Source: an optimization exercise on an open RTL-to-GDS flow (aim: small area, a short achievable clock period and few clock cycles per item). Production flows keep margins and buffers that such runs may drop.
The RTL was checked by simulation tests, not by an equivalence proof against the original design.

===== flow/run.sh =====
#!/bin/bash
# synth_recipe.tcl (not shown) runs the flow's synth.tcl, then flattens the netlist and writes it again
# the make line also repeats each setting of config.mk as NAME=value (left out here)
make -C /OpenROAD-flow-scripts/flow DESIGN_CONFIG=/design/flow/config.mk WORK_HOME=/design/flow/orfs CLKGATE_MAP_FILE= SYNTH_SCRIPT=/design/flow/synth_recipe.tcl finish

===== flow/config.mk =====
export PLATFORM = sky130hd
export DESIGN_NAME = muldiv_seq
export DESIGN_NICKNAME = muldiv_seq
export VERILOG_FILES = /design/flow/design.v
export SDC_FILE = /design/flow/constraint.sdc
export NUM_CORES = 4
export LEC_CHECK = 0
export CAP_MARGIN = 20
export CORE_MARGIN = 2
export CORE_UTILIZATION = 40
export SLEW_MARGIN = 20

===== flow/constraint.sdc =====
create_clock -name core_clock -period 10.0 [get_ports {clk}]
set_input_delay 2.0000 -clock core_clock [delete_from_list [all_inputs] [get_ports {clk}]]
set_output_delay 2.0000 -clock core_clock [all_outputs]
set_load 0.01 [all_outputs]

===== flow/design.v =====
module muldiv_seq #(
  parameter int W  = 64,
  parameter int CW = 7
) (
  input  logic         clk,
  input  logic         rst,
  input  logic         start,
  input  logic         op_div,
  input  logic         op_signed,
  input  logic         op_dword,
  input  logic [W-1:0] rs,
  input  logic [W-1:0] rt,
  input  logic         rd_hilo,
  input  logic         wr_hi,
  input  logic         wr_lo,
  input  logic [W-1:0] wdata,
  input  logic         kill,
  output logic         busy,
  output logic         done,
  output logic         stall,
  output logic [W-1:0] hi,
  output logic [W-1:0] lo
);
  typedef enum logic [2:0] {IDLE, MUL, NORM, DIV, FIX} state_t;
  state_t        state, nstate;
  logic [5:0]    cnt;
  logic          dw_r, neg_lo, neg_hi;
  logic [64:0]   a_r;         
  logic [64:0]   b_r;         
  logic [65:0]   acc_r;       
  logic [63:0]   pl_r;        
  logic        sa_in, sb_in, nga;
  logic [64:0] xa_in, na_in;
  logic [63:0] xb_in, mb_in;
  always_comb begin
    sa_in  = op_signed && (op_dword ? rs[63] : rs[31]);
    sb_in  = op_signed && (op_dword ? rt[63] : rt[31]);
    xa_in  = op_dword ? {sa_in, rs} : {{33{sa_in}}, rs[31:0]};
    xb_in  = op_dword ? rt : {{32{sb_in}}, rt[31:0]};
    nga    = op_div ? sa_in : sb_in;
    na_in  = nga ? (~xa_in + 65'd1) : xa_in;
    mb_in  = sb_in ? (~xb_in + 64'd1) : xb_in;
  end
  function automatic logic [147:0] csa(input logic [73:0] x, input logic [73:0] y,
                                       input logic [73:0] z);
    logic [73:0] m;
    m   = (x & y) | (x & z) | (y & z);
    csa = {x ^ y ^ z, m[72:0], 1'b0};
  endfunction
  logic [73:0] pp [8];
  logic [73:0] l1s0, l1c0, l1s1, l1c1, l1s2, l1c2;
  logic [73:0] l2s0, l2c0, l2s1, l2c1, l3s0, l3c0, l4s0, l4c0;
  logic [73:0] msum;
  logic [63:0] pl_m;
  always_comb begin
    for (int j = 0; j < 8; j++)
      pp[j] = b_r[j] ? ({{9{a_r[64]}}, a_r} << j) : 74'd0;
    {l1s0, l1c0} = csa(pp[0], pp[1], pp[2]);
    {l1s1, l1c1} = csa(pp[3], pp[4], pp[5]);
    {l1s2, l1c2} = csa({{8{acc_r[65]}}, acc_r}, pp[6], pp[7]);
    {l2s0, l2c0} = csa(l1s0, l1c0, l1s1);
    {l2s1, l2c1} = csa(l1c1, l1s2, l1c2);
    {l3s0, l3c0} = csa(l2s0, l2c0, l2s1);
    {l4s0, l4c0} = csa(l3s0, l3c0, l2c1);
    msum = l4s0 + l4c0;
    pl_m = {msum[7:0], pl_r[63:8]};
  end
  logic [6:0]  lza, lzb;
  logic [6:0]  kdiff;
  logic        a_lt_b, b_zero;
  logic [5:0]  sh;
  logic [64:0] b_al;
  logic [65:0] d1;
  logic [64:0] d2;
  logic        ge1, ge2;
  logic [63:0] rem1, rem2;
  logic [64:0] bsh1;
  function automatic logic [6:0] lzc64(input logic [63:0] v);
    lzc64 = 7'd64;
    for (int i = 0; i < 64; i++)
      if (v[i]) lzc64 = 7'(63 - i);
  endfunction
  always_comb begin
    lza    = lzc64(acc_r[63:0]);
    lzb    = lzc64(b_r[63:0]);
    kdiff  = lzb - lza;                     
    a_lt_b = (lzb < lza);
    b_zero = (b_r[63:0] == 64'd0);
    sh     = kdiff[5:0] | 6'd1;
    b_al   = {1'b0, b_r[63:0]} << sh;
    d1   = {2'b0, acc_r[63:0]} - {1'b0, b_r};
    ge1  = !d1[65];
    rem1 = ge1 ? d1[63:0] : acc_r[63:0];
    bsh1 = {1'b0, b_r[64:1]};
    d2   = {1'b0, rem1} - bsh1;
    ge2  = !d2[64];
    rem2 = ge2 ? d2[63:0] : rem1;
  end
  logic [63:0] m_hi, m_lo, q_n, r_n, d_hi, d_lo;
  always_comb begin
    m_lo = dw_r ? pl_m : {{32{pl_m[63]}}, pl_m[63:32]};
    m_hi = dw_r ? msum[71:8] : {{32{msum[39]}}, msum[39:8]};
    q_n  = neg_lo ? (~pl_r + 64'd1) : pl_r;
    r_n  = neg_hi ? (~acc_r[63:0] + 64'd1) : acc_r[63:0];
    d_lo = (state == NORM && b_zero) ? 64'hFFFF_FFFF_FFFF_FFFF :
           dw_r ? q_n : {{32{q_n[31]}}, q_n[31:0]};
    d_hi = dw_r ? r_n : {{32{r_n[31]}}, r_n[31:0]};
  end
  logic mul_last, div_end;
  always_comb begin
    mul_last = (state == MUL) && (cnt == 6'd0);
    div_end  = (state == FIX) || ((state == NORM) && (b_zero || a_lt_b));
    nstate = state;
    case (state)
      IDLE: if (start) begin if (op_div) nstate = NORM; else nstate = MUL; end
      MUL:  if (cnt == 6'd0) nstate = IDLE;
      NORM: if (b_zero || a_lt_b) nstate = IDLE; else nstate = DIV;
      DIV:  if (cnt == 6'd0) nstate = FIX;
      FIX:  nstate = IDLE;
      default: nstate = IDLE;
    endcase
    if (kill) nstate = IDLE;
    busy  = (state != IDLE);
    done  = (mul_last || div_end) && !kill;
    stall = busy && (start || rd_hilo || wr_hi || wr_lo);
  end
  always_ff @(posedge clk) begin
    if (rst) state <= IDLE;
    else     state <= nstate;
  end
  always_ff @(posedge clk) begin
    case (state)
      IDLE: begin
        dw_r   <= op_dword;
        neg_lo <= sa_in ^ sb_in;
        neg_hi <= sa_in;
        a_r    <= na_in;
        b_r    <= {1'b0, mb_in};
        acc_r  <= op_div ? {2'b0, na_in[63:0]} : 66'd0;
        pl_r   <= 64'd0;
        cnt    <= op_dword ? 6'd7 : 6'd3;
      end
      MUL: begin
        acc_r <= msum[73:8];
        pl_r  <= pl_m;
        b_r   <= {8'd0, b_r[64:8]};
        cnt   <= cnt - 6'd1;
      end
      NORM: begin
        b_r  <= b_al;
        cnt  <= 6'(kdiff[5:1]);
      end
      DIV: begin
        acc_r <= {2'b0, rem2};
        pl_r  <= {pl_r[61:0], ge1, ge2};
        b_r   <= {2'd0, b_r[64:2]};
        cnt   <= cnt - 6'd1;
      end
      default: ;
    endcase
  end
  always_ff @(posedge clk) begin
    if (rst) begin
      hi <= '0;
      lo <= '0;
    end else if (mul_last && !kill) begin
      hi <= m_hi;
      lo <= m_lo;
    end else if (div_end && !kill) begin
      hi <= d_hi;
      lo <= d_lo;
    end else if (state == IDLE) begin
      if (wr_hi) hi <= wdata;
      if (wr_lo) lo <= wdata;
    end
  end
endmodule

==> out/metrics.sh, run 1 <==
LAYOUT.CELLS.MOST_COMMON='sky130_fd_sc_hd__a21oi_1'
UNREPAIRED_SETUP_ENDPOINTS_AFTER_GLOBAL_ROUTING='false'
TOTALWIRELENGTH_MM=256
INITIAL_UTILIZATION_PCT=40.1
FIN_CRIT_SH_PCT=89.1
GROUTE.USAGE.OVERALL_PCT=35.1
CTSRESIZECOUNT=0
DRT.ANTENNA.VIOLATING_NETS=0
REGISTER_BIT_TOTAL_FROM_SYNTHESIS=400
WORSTSETUPSTARTPOINTTYPE='register'
CRITICAL_PATH.ENDPOINT_TYPE='output pin'
DETAILEDPLACEMENTHPWL_MM=202
SYN-INSTANCE-COUNT=6888
POST_CTS_BUFFERS=0
CRITPATHBUFINV=4
CTS.SINKS=400
TRITONCTS='yes'
SYNTH.YOSYS.SEQ_AREA_SHARE_PCT=19.2
SETUP-TNS-FINAL_PS=0
DRT_PASS1_ITERATIONS=8
GRT-OVFL-TOTAL=0
DRT_ITER0_DRC=7173
FILLERINSTANCES=13800
REG2REG_SETUP_SLACK_PS=1690
GRT_PASS1_VIAS=53400
TRITONCTS_BUFFER_COUNT=55
ANTENNA_VIOLATIONS_BEFORE_REPAIR=10
CRITICAL-PATH-SLOWEST-CELL='sky130_fd_sc_hd__clkdlybuf4s50_1'
CRITPATHREQUIREDTIME_PS=8000
FINAL-SEQ-AREA_MM2=0.0107
DRC=0
HOLD_PATH.CLASS='register to register'
SYNTHFLOPTYPE='sky130_fd_sc_hd__edfxtp_1'
ROUTED-VIA-COUNT=55800
CTS-ROOT-BUF='sky130_fd_sc_hd__clkbuf_16'
CRITICAL_PATH_ARRIVAL_PS=6910
WORST-PATH-MAX-FANOUT=50
MULTI_INPUT_AREA_MM2=0.0415
DESIGN.DIE.AREA_MM2=0.142
DIE_W_UM=377
MOST-COMMON-LAYOUT-CELLS='sky130_fd_sc_hd__a21oi_1 (693), sky130_fd_sc_hd__nand2_1 (684), sky130_fd_sc_hd__inv_1 (572), sky130_fd_sc_hd__nor2_1 (538), sky130_fd_sc_hd__fa_1 (468)'
KIND_OF_CELL_WITH_THE_HIGHEST_COMBINED_DELAY_ON_THE_CRITICAL_PATH='compound AO/OA/AOI/OAI gates'
SYNTH_TO_LAYOUT_AREA_GROWTH_PCT=13.2
CTSHOLDBUFFERS=0
MAX_FREQ_MHz=112
FP.DIEH_UM=377
SYN_AREA_MM2=0.0558
AVG_VIAS_PER_CELL=6.24
NUM_ROWS=137
MAX_SLEW_MARGIN_VS_LIMIT_PCT=17.0
CTSHTREEMAXLEVEL=2
CRIT_PATH_MAX_INCR_DELAY_PS=600
SYNTHESIS.NETS=7787
MAXCAPVIOLATIONS=0
CLK_PATH_BUF_DEPTH=3
POST-ROUTE-MIN-PERIOD_PS=8910
CRITPATHKIND='register to output pin'
CLKTRANSATPATHREGS_PS=70
CORE_AREA_MM2=0.139
FINISH.NET_COUNT=7910
ROUTABILITYCONGESTION=1.04
SYNTH.AVG_CELL_AREA_UM2=8.10
FINISH.UTILIZATION_PCT=45.4
CRITICAL_PATH.CELL_CHAIN='inv_1, ha_1, inv_1, ha_1, nand2b_1, a211oi_1, o31ai_1, a211oi_1, o21ai_0, a211o_1, a211oi_1, o31ai_1, a21boi_0, o21ai_0, a21boi_0, o31ai_1, ha_1, o2111a_1, o21a_2, buf_4, nand2_1, clkdlybuf4s50_1'
GRT_FIRST_PASS_WIRELENGTH_MM=370
IOS=333
SYNTHARSTFLOPSHARE_PCT=0
SETUP_VIOLATORS_FINAL=0
RUN_STATUS='finished clean'
YS.WARNINGS.COUNT=2
PIN_COUNT_OF_THE_BIGGEST_NET_ENTERING_GLOBAL_ROUTING=89
MAX_SLEW_VIO_COUNT=0
WORST_SKEW_PAIR_LATENCY_PS=720
SYNTH_ENABLE_FLOP_CELLS=269
PLACEMENT.IO_BUFFERS=332
DRIVE_GT1_SHARE_PCT=4.64
REPORT.FINAL.HOLD_VIOL_COUNT=0
WORST_CLOCK_SKEW_PS=52.6
WORSTMARGINPINSLEW_PS=1240
YOSYS.CELL_TYPES.COUNT=101
DRT-WIRELENGTH-PER-CELL_UM=28.6
path summary, 6_finish.rpt:
| path | from | endpoint | depth (start not counted) |
|---|---|---|---|
| worst max-delay path | acc_r[1] | done | 22 |
| worst min-delay path | hi[45] | hi[45] | 2 |
| worst max register to register | b_r[4] | hi[40] | 20 |
| worst min register to register | hi[45] | hi[45] | 2 |
worst register-to-register path, cell delays in order (launching register included):
cell and delay, ps:
sky130_fd_sc_hd__edfxtp_1 340, sky130_fd_sc_hd__buf_4 610, sky130_fd_sc_hd__nand2_1 450, sky130_fd_sc_hd__fa_1 530, sky130_fd_sc_hd__fa_1 500, sky130_fd_sc_hd__fa_1 500, sky130_fd_sc_hd__inv_1 50, sky130_fd_sc_hd__fa_1 440
sky130_fd_sc_hd__ha_1 410, sky130_fd_sc_hd__a21o_1 210, sky130_fd_sc_hd__a21o_1 190, sky130_fd_sc_hd__a2111oi_0 880, sky130_fd_sc_hd__o21ai_1 190, sky130_fd_sc_hd__a221o_1 550, sky130_fd_sc_hd__a311oi_1 370, sky130_fd_sc_hd__xnor2_1 190
sky130_fd_sc_hd__buf_4 260, sky130_fd_sc_hd__a21o_1 960, sky130_fd_sc_hd__a21oi_1 160, sky130_fd_sc_hd__a211o_1 330, sky130_fd_sc_hd__a21oi_1 130
sequential cells by signal, summed over array words and instances (netlist names), 3 cells and up:
signal  cells
acc_r      66
lo         64
b_r        65
a_r        65
hi         64
pl_r       64
cnt         6
state       3
cells in the mapped netlist, types with 16 or more instances:
cell type	number	area share, %
sky130_fd_sc_hd__a21oi_1	694	6.2
sky130_fd_sc_hd__nand2_1	685	4.6
sky130_fd_sc_hd__inv_1	573	3.9
sky130_fd_sc_hd__nor2_1	542	3.6
sky130_fd_sc_hd__fa_1	469	17
sky130_fd_sc_hd__and2_1	363	4.1
sky130_fd_sc_hd__clkbuf_1	324	2.2
sky130_fd_sc_hd__edfxtp_1	269	14
sky130_fd_sc_hd__o21ai_0	264	2.4
sky130_fd_sc_hd__ha_1	228	5.1
sky130_fd_sc_hd__mux2i_1	218	3.9
sky130_fd_sc_hd__xnor2_1	215	3.4
sky130_fd_sc_hd__xor2_1	182	2.9
sky130_fd_sc_hd__o21ai_1	139	1.2
sky130_fd_sc_hd__dfxtp_1	131	4.7
sky130_fd_sc_hd__a211oi_1	123	1.7
sky130_fd_sc_hd__nor3_1	116	1.0
sky130_fd_sc_hd__nand3_1	111	1.0
sky130_fd_sc_hd__a21o_1	104	1.4
sky130_fd_sc_hd__o31ai_1	92	1.2
sky130_fd_sc_hd__or3_1	55	0.62
sky130_fd_sc_hd__nor2b_1	53	0.59
sky130_fd_sc_hd__buf_1	50	0.34
sky130_fd_sc_hd__nor4_1	49	0.55
sky130_fd_sc_hd__o21a_1	45	0.61
sky130_fd_sc_hd__nand2b_1	44	0.49
sky130_fd_sc_hd__a32oi_1	40	0.63
sky130_fd_sc_hd__o211ai_1	39	0.52
sky130_fd_sc_hd__a31oi_1	37	0.41
sky130_fd_sc_hd__a22oi_1	36	0.48
sky130_fd_sc_hd__or4_1	33	0.44
sky130_fd_sc_hd__o22ai_1	32	0.36
sky130_fd_sc_hd__buf_2	31	0.28
sky130_fd_sc_hd__and3_1	30	0.34
sky130_fd_sc_hd__nand4_1	30	0.34
sky130_fd_sc_hd__o221ai_1	30	0.47
sky130_fd_sc_hd__o41ai_1	24	0.38
sky130_fd_sc_hd__a211o_1	22	0.35
sky130_fd_sc_hd__o21bai_1	22	0.30
sky130_fd_sc_hd__a221o_1	20	0.36
sky130_fd_sc_hd__a22o_1	17	0.27
sky130_fd_sc_hd__mux2_1	17	0.34
sky130_fd_sc_hd__a41oi_1	16	0.25
kinds of logic (layout without fill, tap and decap cells):
logic type,after synthesis,after routing,share of synthesized area (%)
and+or+nand+nor,2186,2186,18.9
AOI/OAI and AO/OA,1970,1970,22.5
buffers and inverters,991,1157,6.74
adders and majority gates,697,697,21.9
DFF,400,400,19.2
xor gates and xnor gates,397,397,6.23
muxes,247,247,4.54
other,0,10,0
metrics by stage:
stage	instances	area [um^2]	hold WS [ps]	setup WS [ps]
after CTS	8930	63100	453	1170
after floorplan	6888	55800	472	2820
final	8940	63100	451	1090
after detailed placement	8830	61200	446	1830
after global placement	8830	61200	444	1850
after global routing	8932	63100	462	876
area by class of cell:
type                       count  area share, %
multi-input combinational   5497           65.7
sequential                   400           17.0
timing repair buffer         471           7.01
tap                         1876           3.72
inverter                     586           3.49
clock buffer                  66           2.41
clock inverter                34          0.658
antenna                       10         0.0396
routing by layer:
layer / vias up / GRT usage, % / part of all wire [%]
met2: 3073 / 53.5 / 43
met4: 10 / 16.8 / 5.7
met5: - / 0 / 0.025
li1: 24500 / - / -
met1: 27700 / 47.2 / 41
met3: 558 / 7.29 / 10
Testbench counts, summed over its fixed seeds: cycles 22,038, ops 3,200.
==> run 2: changes to the inputs <==
--- a/flow/config.mk
+++ b/flow/config.mk
@@ -8,4 +8,5 @@
 export CAP_MARGIN = 20
 export CORE_MARGIN = 2
 export CORE_UTILIZATION = 40
+export SETUP_SLACK_MARGIN = 4
 export SLEW_MARGIN = 20
==> run 2 against run 1 <==
Effect of this change:
- clock-buffer cell count shrank 8
- sequential share of layout area fell by 2.0 points
- design area up 14%
- die area is the same
- final cell count is 4.0% higher
- first-iteration DRC count is 16% higher
- register-to-register slack gained 1500 ps
- core utilization grew 6.2 points
- critical endpoint unchanged
- largest cell class unchanged
==> out/metrics.sh, run 2 <==
TOTALWIRELENGTH_MM=282
CRITICAL_PATH_ARRIVAL_PS=4940
SYNTHARSTFLOPSHARE_PCT=0
CRIT_PATH_MAX_INCR_DELAY_PS=570
DETAILEDPLACEMENTHPWL_MM=202
SYNTHFLOPTYPE='sky130_fd_sc_hd__edfxtp_1'
FILLERINSTANCES=13000
WORSTSETUPSTARTPOINTTYPE='register'
MULTI_INPUT_AREA_MM2=0.0456
INITIAL_UTILIZATION_PCT=40.1
SYNTH.YOSYS.SEQ_AREA_SHARE_PCT=19.2
WORST_CLOCK_SKEW_PS=54.0
R2R.WORST_PATH.CELLS=26
USE_MET2_PCT=54.9
CPMOSTUSEDCELL='sky130_fd_sc_hd__o311ai_2'
AVG_VIAS_PER_CELL=6.41
SYNTHESIS.NETS=7787
DRT.ANTENNA.VIOLATING_NETS=0
TRITONCTS_BUFFER_COUNT=52
R2R_END='hi[55]'
LAYOUT.CELLS.MOST_COMMON='sky130_fd_sc_hd__nand2_1'
GROUTE.USAGE.OVERALL_PCT=37.9
DESIGN.DIE.AREA_MM2=0.142
YS.WARNINGS.COUNT=2
SYNTH_COMMONEST_CELLS='sky130_fd_sc_hd__a21oi_1 (694), sky130_fd_sc_hd__nand2_1 (685), sky130_fd_sc_hd__inv_1 (573)'
SETUP-TNS-FINAL_PS=0
KIND_OF_CELL_WITH_THE_HIGHEST_COMBINED_DELAY_ON_THE_CRITICAL_PATH='compound AO/OA/AOI/OAI gates'
USE_MET1_PCT=51.5
GRT_PASS1_VIAS=56200
SETUP_VIOLATORS_FINAL=0
SYNTH_LARGEST_AREA_CELL='sky130_fd_sc_hd__fa_1'
CLKTRANSATPATHREGS_PS=60
DRT_PASS1_ITERATIONS=7
FINISH.NET_COUNT=8273
SMALLEST_HOLD_SLACK_PS=450
ANTENNA_VIOLATIONS_BEFORE_REPAIR=15
MAX_SLEW_VIO_COUNT=0
CRITICAL_PATH.ENDPOINT_TYPE='output pin'
PLACEMENT.IO_BUFFERS=332
REPORT.FINAL.HOLD_VIOL_COUNT=0
MAXCAPVIOLATIONS=0
NETLIST_TOP_CELLS_AREA='sky130_fd_sc_hd__fa_1 (17%), sky130_fd_sc_hd__edfxtp_1 (14%), sky130_fd_sc_hd__a21oi_1 (6.2%)'
YOSYSTOPAREACELLSHARE_PCT=16.8
WORSTMARGINPINSLEW_PS=1290
FINISH.UTILIZATION_PCT=51.6
SYNTH_ENABLE_FLOP_CELLS=269
GLOBALROUTE.BUSIESTLAYER='met2'
MOST_NUMEROUS_CELL_IN_THE_YOSYS_NETLIST='sky130_fd_sc_hd__a21oi_1'
MAX_FLOP_REGISTER='acc_r'
UNREPAIRED_SETUP_ENDPOINTS_AFTER_GLOBAL_ROUTING='true'
CTSHTREEMAXLEVEL=2
MAX_FREQ_MHz=144
FIN_CRIT_SH_PCT=69.4
HOLD_PATH.CLASS='register to register'
FLIP_FLOP_COUNT_OF_THE_LARGEST_REGISTER_ALL_COPIES_AND_WORDS_ADDED=66
SYN_AREA_MM2=0.0558
SYNTH_TO_LAYOUT_AREA_GROWTH_PCT=28.6
ROUTED-VIA-COUNT=59600
NUM_ROWS=137
GRT_FIRST_PASS_WIRELENGTH_MM=396
REGTOREGSTARTPOINT='b_r[1]'
DIE_W_UM=377
PLACE_WORST_SETUP_SLACK_PS=1680
DRT-WIRELENGTH-PER-CELL_UM=30.4
FINAL-SEQ-AREA_MM2=0.0107
CTS.SINKS=400
MAX_SLEW_MARGIN_VS_LIMIT_PCT=13.9
DRT_ITER0_DRC=8312
CORE_AREA_MM2=0.139
CRITICAL_PATH.CELL_CHAIN='buf_4, a311oi_4, o311ai_2, a311oi_2, o311ai_2, a311oi_2, o311ai_2, a311o_1, a21oi_2, o31ai_2, a21o_1, ha_4, a31oi_4, nand3_2, o21a_4, nand2_4, buf_6'
DRIVE_GT1_SHARE_PCT=17.0
CRITPATHKIND='register to output pin'
TRITONCTS='yes'
REG2REG_SETUP_SLACK_PS=3190
PIN_COUNT_OF_THE_BIGGEST_NET_ENTERING_GLOBAL_ROUTING=149
GRT-OVFL-TOTAL=0
CRITPATHBUFINV=2
CRITPATHREQUIREDTIME_PS=8000
CRITICAL-PATH-SLOWEST-CELL='sky130_fd_sc_hd__edfxtp_1'
REG_TOP3='acc_r: 66 flops, a_r: 65 flops, b_r: 65 flops'
GROUTE.LAYER.MET3.USAGE_PCT=8.72
SYN-INSTANCE-COUNT=6888
YOSYS.CELL_TYPES.COUNT=101
ROUTABILITYCONGESTION=1.04
WORST_SKEW_PAIR_LATENCY_PS=710
SYNTH.AVG_CELL_AREA_UM2=8.10
FINAL_CRITICAL_PATH_SETUP_SLACK_PS=3060
CTS-ROOT-BUF='sky130_fd_sc_hd__clkbuf_16'
IOS=333
RUN_STATUS='finished clean'
CLK_PATH_BUF_DEPTH=3
TIMING.HOLD.WORST.START='lo[46]'
MOST-COMMON-LAYOUT-CELLS='sky130_fd_sc_hd__nand2_1 (663), sky130_fd_sc_hd__a21oi_1 (610), sky130_fd_sc_hd__inv_1 (546), sky130_fd_sc_hd__nor2_1 (507), sky130_fd_sc_hd__fa_1 (453)'
HOLD_DEPTH=2
DRC=0
FP.DIEH_UM=377
REGISTER_BIT_TOTAL_FROM_SYNTHESIS=400
WORST-PATH-MAX-FANOUT=5
HOLD_WORST_PATH_END='lo[46]'
POST-ROUTE-MIN-PERIOD_PS=6940
run 2: cell families (layout without fill, tap and decap cells):
kind of cell | count (synthesis) | count (layout) | synth area share [%]
buf+inv | 991 | 1511 | 6.74
xor+xnor | 397 | 397 | 6.23
other cells | 0 | 3 | 0
flops | 400 | 400 | 19.2
compound gates | 1970 | 1978 | 22.5
mux | 247 | 247 | 4.54
simple gates | 2186 | 2188 | 18.9
fa+ha+maj | 697 | 697 | 21.9
run 2: layout make-up:
cell class / count / area share (%)
Antenna cell: 3 / 0.0105
Multi-Input combinational cell: 5507 / 63.6
Clock inverter: 40 / 0.750
Sequential cell: 400 / 14.9
Timing Repair Buffer: 827 / 12.4
Inverter: 586 / 3.13
Clock buffer: 58 / 1.91
Tap cell: 1876 / 3.27
run 2: timing repair:
action,in CTS,in global routing
hold buffers,0,0
endpoints found under the setup margin,262,254
hold endpoints to repair,0,0
pin swaps,120,182
resized for setup,533,441
setup buffers,217,110
gates cloned,36,12
run 2: per-stage QoR:
stage | cell area [um^2] | cells
final | 71700 | 9297
after detailed placement | 61300 | 8821
after global routing | 71700 | 9295
after floorplan | 56200 | 6888
after CTS | 68500 | 9172
after global placement | 61300 | 8819
run 2: worst min-delay path: stages, from the launching register on:
cell and delay, ps:
sky130_fd_sc_hd__dfxtp_1 310, sky130_fd_sc_hd__nand2_1 50, sky130_fd_sc_hd__a21oi_1 50
run 2: worst max path at each step:
| stage | slack, ps | from | cells after the start | to |
|---|---|---|---|---|
| 4_1_cts | 3170 | b_r[2] | 17 | done |
| 5_1_grt | 3040 | b_r[7] | 23 | acc_r[56] |
| 3_5_place_dp | 1680 | b_r[6] | 29 | acc_r[59] |
| 3_3_place_gp | 1770 | b_r[6] | 29 | acc_r[47] |
| 6_report | 3060 | b_r[9] | 17 | done |
| 2_1_floorplan | 3760 | b_r[1] | 33 | acc_r[58] |
run 2: per-layer routing:
| layer | vias up | routed length [um] |
|---|---|---|
| met5 | - | 53 |
| met4 | 8 | 21700 |
| met3 | 892 | 35200 |
| met2 | 4058 | 116000 |
| met1 | 29400 | 109000 |
| li1 | 25200 | - |

-- separate check: timing with driven ports --
How much do the figures lean on ideal ports? The routed layouts below were timed once more, with nothing changed but the port constraints. Step 1: set_driving_cell puts a clkbuf_16 on clk and a buf_2 on each other input, an assumption about the parent block. Step 2 times the ports against the registers' clock, not the clock port: input delays grow and output delays shrink by t, the midpoint of the rising clock arrivals with the driver on. a / b / c = no drivers / after step 1 / after step 2; a / b = the first two.
run | t, ns | setup WS [ns] | worst hold slack (ns) | clock arrival spread, ns | worst data-port slew with drivers (ns)
run 1 | 0.780 | 1.094 / 1.010 / 1.687 | 0.451 / 0.451 / 0.451 | 0.056 / 0.057 | 0.18
run 2 | 0.778 | 3.063 / 2.970 / 3.069 | 0.450 / 0.450 / 0.450 | 0.054 / 0.054 | 0.19
After both steps every run listed still meets setup and hold.
